What follows belongs to an exercise in optimizing a design on an open flow for small area; a production flow would make more cautious choices. Where RTL was checked, it was by simulation tests only, not by an equivalence proof against the original. No activity file was given, so power comes from the tool's default toggle rates.

## rl_lj_force_accumulator
module rl_lj_force_accumulator #(
  parameter int DATA_WIDTH              = 32,
  parameter int REF_PARTICLE_NUM        = 100,
  parameter int REF_RAM_ADDR_WIDTH      = 7,
  parameter int NEIGHBOR_PARTICLE_NUM   = 100,
  parameter int NEIGHBOR_RAM_ADDR_WIDTH = 7,
  parameter int ACC_WIDTH               = 48,
  parameter int FRAC_BITS               = 24
) (
  input  logic                          clk,
  input  logic                          rst,
  input  logic                          start,
  input  logic                          force_valid,
  input  logic [DATA_WIDTH-1:0]         force_x,
  input  logic [DATA_WIDTH-1:0]         force_y,
  input  logic [DATA_WIDTH-1:0]         force_z,
  input  logic                          pipeline_done,
  output logic [ACC_WIDTH-1:0]          acc_x,
  output logic [ACC_WIDTH-1:0]          acc_y,
  output logic [ACC_WIDTH-1:0]          acc_z,
  output logic [REF_RAM_ADDR_WIDTH-1:0] acc_addr,
  output logic                          acc_wren,
  output logic                          overflow,
  output logic                          count_error,
  output logic                          done
);
  localparam logic [NEIGHBOR_RAM_ADDR_WIDTH-1:0] NBR_LAST =
    NEIGHBOR_RAM_ADDR_WIDTH'(NEIGHBOR_PARTICLE_NUM - 1);
  localparam logic [REF_RAM_ADDR_WIDTH-1:0] REF_LAST =
    REF_RAM_ADDR_WIDTH'(REF_PARTICLE_NUM - 1);
  logic                               run_r;
  logic [NEIGHBOR_RAM_ADDR_WIDTH-1:0] nbr_r;
  logic [REF_RAM_ADDR_WIDTH-1:0]      wref_r;
  logic                               v_r, chk_r, first, last;
  logic                               wren_r, ovf_r, cerr_r, done_r;
  logic                               accept, early, nbr_last;
  logic [2:0]                         sat_c, sum_o;
  logic [ACC_WIDTH-1:0]               clamped [3];
  assign accept   = run_r & force_valid & ~pipeline_done;
  assign early    = run_r & pipeline_done;
  assign nbr_last = (nbr_r == NBR_LAST);
  assign first    = v_r & (nbr_r == NEIGHBOR_RAM_ADDR_WIDTH'(1));
  assign last     = v_r & (nbr_r == '0);
  lj_axis u_x (.clk, .accept, .first(first), .f(force_x), .sat(sat_c[0]),
               .out_of_range(sum_o[0]), .acc(clamped[0]));
  ...
Size: roughly 260 flip-flops.
==> module lj_axis, before the edit <==
module lj_axis (
  input  logic        clk,
  input  logic        accept,         
  input  logic        first,          
  input  logic [31:0] f,
  output logic        sat,            
  output logic        out_of_range,   
  output logic [47:0] acc             
);
  logic [7:0]  e;
  logic [5:0]  r_in, r_r;
  logic        s_r;
  logic [22:0] m_r;
  logic [47:0] wide;
  logic [48:0] a_r, base, t, sum;
  logic        pos, neg;
  assign e = f[30:23];
  always_comb begin
    if (!accept || e <= 8'd102) r_in = 6'd47;
    else if (e >= 8'd150)       r_in = 6'd63;
    else                        r_in = 6'(8'd149 - e);
  end
  always_ff @(posedge clk) begin
    r_r <= r_in;
    s_r <= f[31];
    m_r <= f[22:0];
  end
  assign sat  = r_r[5] & r_r[4];
  assign wide = {1'b0, 1'b1, m_r, 23'd0} >> r_r;
  assign t    = {s_r, s_r, (sat ? {47{1'b1}} : wide[46:0]) ^ {47{s_r}}};
  assign pos = ~a_r[48] & a_r[47];
  assign neg = a_r[48] & (~a_r[47] | (a_r[46:0] == 47'd0));
  assign out_of_range = pos | neg;
  assign acc  = pos ? {1'b0, {47{1'b1}}} : neg ? {1'b1, {46{1'b0}}, 1'b1} : a_r[47:0];
  assign base = first ? 49'd0 : {acc[47], acc};
  lj_add #(.N(49)) u_add (.a(base), .b(t), .cin(s_r), .s(sum));
  always_ff @(posedge clk) a_r <= sum;
endmodule
export LEC_CHECK = 0
export CAP_MARGIN = 20
export CORE_MARGIN = 2
export CORE_UTILIZATION = 60
export CTS_BUF_LIST = sky130_fd_sc_hd__clkbuf_4
export CTS_CLUSTER_DIAMETER = 50
export CTS_CLUSTER_SIZE = 8
export SLEW_MARGIN = 20
create_clock -name core_clock -period 7.0 [get_ports {clk}]
standard.sh (not shown) runs the stock make flow with config.mk's settings and CLKGATE_MAP_FILE= SYNTH_SCRIPT=/design/flow/synth_recipe.tcl, a recipe that flattens the netlist after the stock synthesis.
==> flow/flow/run.sh <==
#!/bin/bash
# The standard layout (standard.sh) with two changes:
#  * synthesis maps the logic with an area-oriented ABC script (flow/area.abc);
#  * the port buffers use the smallest buffer cell, sky130_fd_sc_hd__buf_1.
# Each make run's full output goes to its own log file in the work folder.
set -euo pipefail
export MY_ABC_SCRIPT="$PWD/flow/area.abc"
bash standard.sh "SYNTH_SCRIPT=$PWD/flow/synth.tcl" \
  "BUFFER_PORTS_ARGS=-buffer_cell sky130_fd_sc_hd__buf_1" finish > make_finish.log 2>&1
==> flow/flow/area.abc <==
strash
&get -n
&st
&syn2
&dch -f
&nf -p -a -F 8 -A 8
&put
strash
dch -f
amap -F 4 -A 8
topo
stime -c
buffer -c
upsize -c
dnsize -c
==> flow/flow/synth.tcl <==
# The standard synthesis script (synth_recipe.tcl), except that Yosys's abc call
# uses the area-oriented ABC script in MY_ABC_SCRIPT instead of ORFS's speed script.
proc synth {args} { yosys synth -nofsm -noshare {*}$args }
proc abc {args} {
  set i [lsearch -exact $args -script]
  if { $i >= 0 } { set args [lreplace $args $i [expr {$i + 1}] -script $::env(MY_ABC_SCRIPT)] }
  yosys abc {*}$args
}
source $::env(SCRIPTS_DIR)/synth.tcl
# left out here: clear keep_hierarchy, flatten, clean up, hide names made inside functions, write 1_2_yosys.v
==> next run, changes <==
--- a/flow/design.v
+++ b/flow/design.v
@@ -97,11 +97,12 @@
   output logic        out_of_range,   
   output logic [47:0] acc             
 );
   logic [7:0]  e;
-  logic [5:0]  r_in, r_r;
+  logic [5:0]  r_in;
+  logic [4:0]  rh_r;
   logic        s_r;
-  logic [22:0] m_r;
+  logic [24:0] y_r;
   logic [47:0] wide;
   logic [48:0] a_r, base, t, sum;
   logic        pos, neg;
   assign e = f[30:23];
@@ -110,21 +111,29 @@
     else if (e >= 8'd150)       r_in = 6'd63;
     else                        r_in = 6'(8'd149 - e);
   end
   always_ff @(posedge clk) begin
-    r_r <= r_in;
-    s_r <= f[31];
-    m_r <= f[22:0];
+    rh_r <= r_in[5:1];
+    s_r  <= f[31];
+    y_r  <= r_in[0] ? {1'b0, 1'b1, f[22:0]} : {1'b1, f[22:0], 1'b0};
   end
-  assign sat  = r_r[5] & r_r[4];
-  assign wide = {1'b0, 1'b1, m_r, 23'd0} >> r_r;
+  assign sat  = rh_r[4] & rh_r[3];
+  assign wide = {1'b0, y_r, 22'd0} >> {rh_r, 1'b0};
   assign t    = {s_r, s_r, (sat ? {47{1'b1}} : wide[46:0]) ^ {47{s_r}}};
   assign pos = ~a_r[48] & a_r[47];
   assign neg = a_r[48] & (~a_r[47] | (a_r[46:0] == 47'd0));
   assign out_of_range = pos | neg;
   assign acc  = pos ? {1'b0, {47{1'b1}}} : neg ? {1'b1, {46{1'b0}}, 1'b1} : a_r[47:0];
   assign base = first ? 49'd0 : {acc[47], acc};
-  lj_add #(.N(49)) u_add (.a(base), .b(t), .cin(s_r), .s(sum));
+  logic [4:0] rc;
+  always_comb begin
+    rc[0] = s_r;
+    for (int i = 0; i < 4; i++) begin
+      sum[i] = base[i] ^ t[i] ^ rc[i];
+      rc[i+1] = (base[i] & t[i]) | (rc[i] & (base[i] ^ t[i]));
+    end
+  end
+  lj_add #(.N(45)) u_add (.a(base[48:4]), .b(t[48:4]), .cin(rc[4]), .s(sum[48:4]));
   always_ff @(posedge clk) a_r <= sum;
 endmodule
 module lj_add #(parameter int N = 49) (
   input  logic [N-1:0] a,
- wire length shrinks by 1.3%
- via count shrinks by 1.4%
- sequential cell count came out higher by 3
- design area barely changes
- fmax is lower by 4.0%
- non-clock buffer count rose by 14
- global-route usage is about the same
Function not checked in the second run of this note: the RTL went through the layout flow alone.

* * *

Another version of the RTL of rl_lj_force_accumulator (not shown whole).
Size in the first run: roughly 2800 cells after synthesis, about 260 flip-flops, ~260 I/O pins.
==> flow/design.v (excerpt) <==
module rl_lj_force_accumulator #(
  parameter int DATA_WIDTH              = 32,
  parameter int REF_PARTICLE_NUM        = 100,
  parameter int REF_RAM_ADDR_WIDTH      = 7,
  parameter int NEIGHBOR_PARTICLE_NUM   = 100,
  parameter int NEIGHBOR_RAM_ADDR_WIDTH = 7,
  parameter int ACC_WIDTH               = 48,
  parameter int FRAC_BITS               = 24
) (
  input  logic                          clk,
  input  logic                          rst,
  input  logic                          start,
  input  logic                          force_valid,
  input  logic [DATA_WIDTH-1:0]         force_x,
  input  logic [DATA_WIDTH-1:0]         force_y,
  input  logic [DATA_WIDTH-1:0]         force_z,
  input  logic                          pipeline_done,
  output logic [ACC_WIDTH-1:0]          acc_x,
  output logic [ACC_WIDTH-1:0]          acc_y,
  output logic [ACC_WIDTH-1:0]          acc_z,
  output logic [REF_RAM_ADDR_WIDTH-1:0] acc_addr,
  output logic                          acc_wren,
  output logic                          overflow,
  output logic                          count_error,
  output logic                          done
);
==> module lj_axis, before the edit <==
module lj_axis (
  input  logic        clk,
  input  logic        accept,         
  input  logic        first,          
  input  logic [31:0] f,
  output logic        sat,            
  output logic        out_of_range,   
  output logic [47:0] acc             
);
  logic [7:0]  e;
  logic [5:0]  r_in, r_r;
  logic        s_r;
  logic [22:0] m_r;
  logic [47:0] wide;
  logic [48:0] a_r, base, t, sum;
  logic        pos, neg;
  assign e = f[30:23];
  always_comb begin
    if (!accept || e <= 8'd102) r_in = 6'd47;
    else if (e >= 8'd150)       r_in = 6'd63;
    else                        r_in = 6'(8'd149 - e);
  end
  always_ff @(posedge clk) begin
    r_r <= r_in;
    s_r <= f[31];
    m_r <= f[22:0];
  end
  assign sat  = r_r[5] & r_r[4];
  assign wide = {1'b0, 1'b1, m_r, 23'd0} >> r_r;
  assign t    = {s_r, s_r, wide[46:0] ^ {47{s_r ^ sat}}};
  assign pos = ~a_r[48] & a_r[47];
  assign neg = a_r[48] & (~a_r[47] | (a_r[46:0] == 47'd0));
  assign out_of_range = pos | neg;
  assign acc  = pos ? {1'b0, {47{1'b1}}} : neg ? {1'b1, {46{1'b0}}, 1'b1} : a_r[47:0];
  assign base = first ? 49'd0 : {acc[47], acc};
  lj_add #(.N(49)) u_add (.a(base), .b(t), .cin(s_r), .s(sum));
  always_ff @(posedge clk) a_r <= sum;
endmodule
clock: 7.0 ns
lec_check: 0
cap_margin: 20
core_margin: 2
core_utilization: 60
cts_buf_list: sky130_fd_sc_hd__clkbuf_4
cts_cluster_diameter: 50
cts_cluster_size: 8
slew_margin: 20
==> flow/flow/run.sh <==
#!/bin/bash
# The standard layout (standard.sh) with these changes:
#  * synthesis maps the logic with an area-oriented ABC script (flow/area.abc)
#    and without ORFS's adder-cell extraction (flow/synth.tcl);
#  * the port buffers use the smallest buffer cell, sky130_fd_sc_hd__buf_1;
#  * clock tree synthesis uses clkbuf_4 with small sink clusters and no dummy loads.
# The make run's full output goes to its own log file in the work folder.
set -euo pipefail
export MY_ABC_SCRIPT="$PWD/flow/area.abc"
bash standard.sh "SYNTH_SCRIPT=$PWD/flow/synth.tcl" \
  "BUFFER_PORTS_ARGS=-buffer_cell sky130_fd_sc_hd__buf_1" \
  "CTS_ARGS=-sink_clustering_enable -repair_clock_nets -sink_clustering_size 8 -sink_clustering_max_diameter 50 -buf_list sky130_fd_sc_hd__clkbuf_4 -dont_use_dummy_load" \
  finish > make_finish.log 2>&1
==> flow/flow/area.abc <==
strash
dch -f
amap
strash
dch -f
amap
topo
stime -c
buffer -c
upsize -c
dnsize -c
==> flow/flow/synth.tcl <==
# The standard synthesis script (synth_recipe.tcl) with two changes:
#  * Yosys's abc call uses the area-oriented ABC script in MY_ABC_SCRIPT instead of
#    ORFS's speed script;
#  * ORFS's extract_fa step (full/half-adder cell extraction) is skipped, so ABC maps
#    the adder logic together with the rest.
proc synth {args} { yosys synth -nofsm -noshare {*}$args }
proc abc {args} {
  set i [lsearch -exact $args -script]
  if { $i >= 0 } { set args [lreplace $args $i [expr {$i + 1}] -script $::env(MY_ABC_SCRIPT)] }
  yosys abc {*}$args
}
proc extract_fa {args} { puts "extract_fa skipped" }
source $::env(SCRIPTS_DIR)/synth.tcl
# left out here: clear keep_hierarchy, flatten, clean up, hide names made inside functions, write 1_2_yosys.v
The starting point ran to the end with no violations.
Then changed:
--- a/flow/design.v
+++ b/flow/design.v
@@ -123,7 +123,15 @@
   assign out_of_range = pos | neg;
   assign acc  = pos ? {1'b0, {47{1'b1}}} : neg ? {1'b1, {46{1'b0}}, 1'b1} : a_r[47:0];
   assign base = first ? 49'd0 : {acc[47], acc};
-  lj_add #(.N(49)) u_add (.a(base), .b(t), .cin(s_r), .s(sum));
+  logic [4:0] rc;
+  always_comb begin
+    rc[0] = s_r;
+    for (int i = 0; i < 4; i++) begin
+      sum[i] = base[i] ^ t[i] ^ rc[i];
+      rc[i+1] = (base[i] & t[i]) | (rc[i] & (base[i] ^ t[i]));
+    end
+  end
+  lj_add #(.N(45)) u_add (.a(base[48:4]), .b(t[48:4]), .cin(rc[4]), .s(sum[48:4]));
   always_ff @(posedge clk) a_r <= sum;
 endmodule
 module lj_add #(parameter int N = 49) (
What happened:
- The new run passed the timing, DRC and antenna checks
- setup slack gains 0.25 ns
- non-clock buffer count fell by 10
- die area rose slightly
- clock skew rose by 0.053 ns
- first-iteration DRC count fell by about a fifth
- hold slack gains 0.015 ns
- cell count barely changes
- count of clock-buffer cells in the layout fell by 1
- maximum frequency rose by a few percent
- power fell slightly
- combinational power fell slightly
- wire length fell slightly
The RTL of the second run of this note was laid out without a check of its function.

## what the ideal ports hide
The flow's constraints put no driver on any port. The routed layouts listed below were extracted and timed again, unchanged, in two steps. Step 1 (the two cells are an assumption about what drives the block):
set clk [get_ports {clk}]
set_driving_cell -lib_cell sky130_fd_sc_hd__clkbuf_16 $clk
set_driving_cell -lib_cell sky130_fd_sc_hd__buf_2 [delete_from_list [all_inputs] $clk]
Step 2 times the ports against the registers' clock, not the clock port: input delays grow and output delays shrink by t, the midpoint of the rising clock arrivals with the driver on. Slacks: ideal / step 1 / step 2; pairs: ideal / step 1.
run	t, ns	slack for setup (ns)	hold slack, ns	worst slew at a driven data input, ns	cell pins on the clock port's net
the first run of note 1	0.821	0.586 / 0.586 / 0.586	0.481 / 0.481 / 0.481	0.05	1
the second run of note 1	0.833	0.319 / 0.319 / 0.319	0.477 / 0.477 / 0.477	0.04	1
the first run of note 2	0.752	0.567 / 0.567 / 0.567	0.427 / 0.427 / 0.427	0.10	1
the second run of note 2	0.737	0.821 / 0.821 / 0.821	0.442 / 0.442 / 0.442	0.04	1
After both steps setup and hold are still met in every run listed.
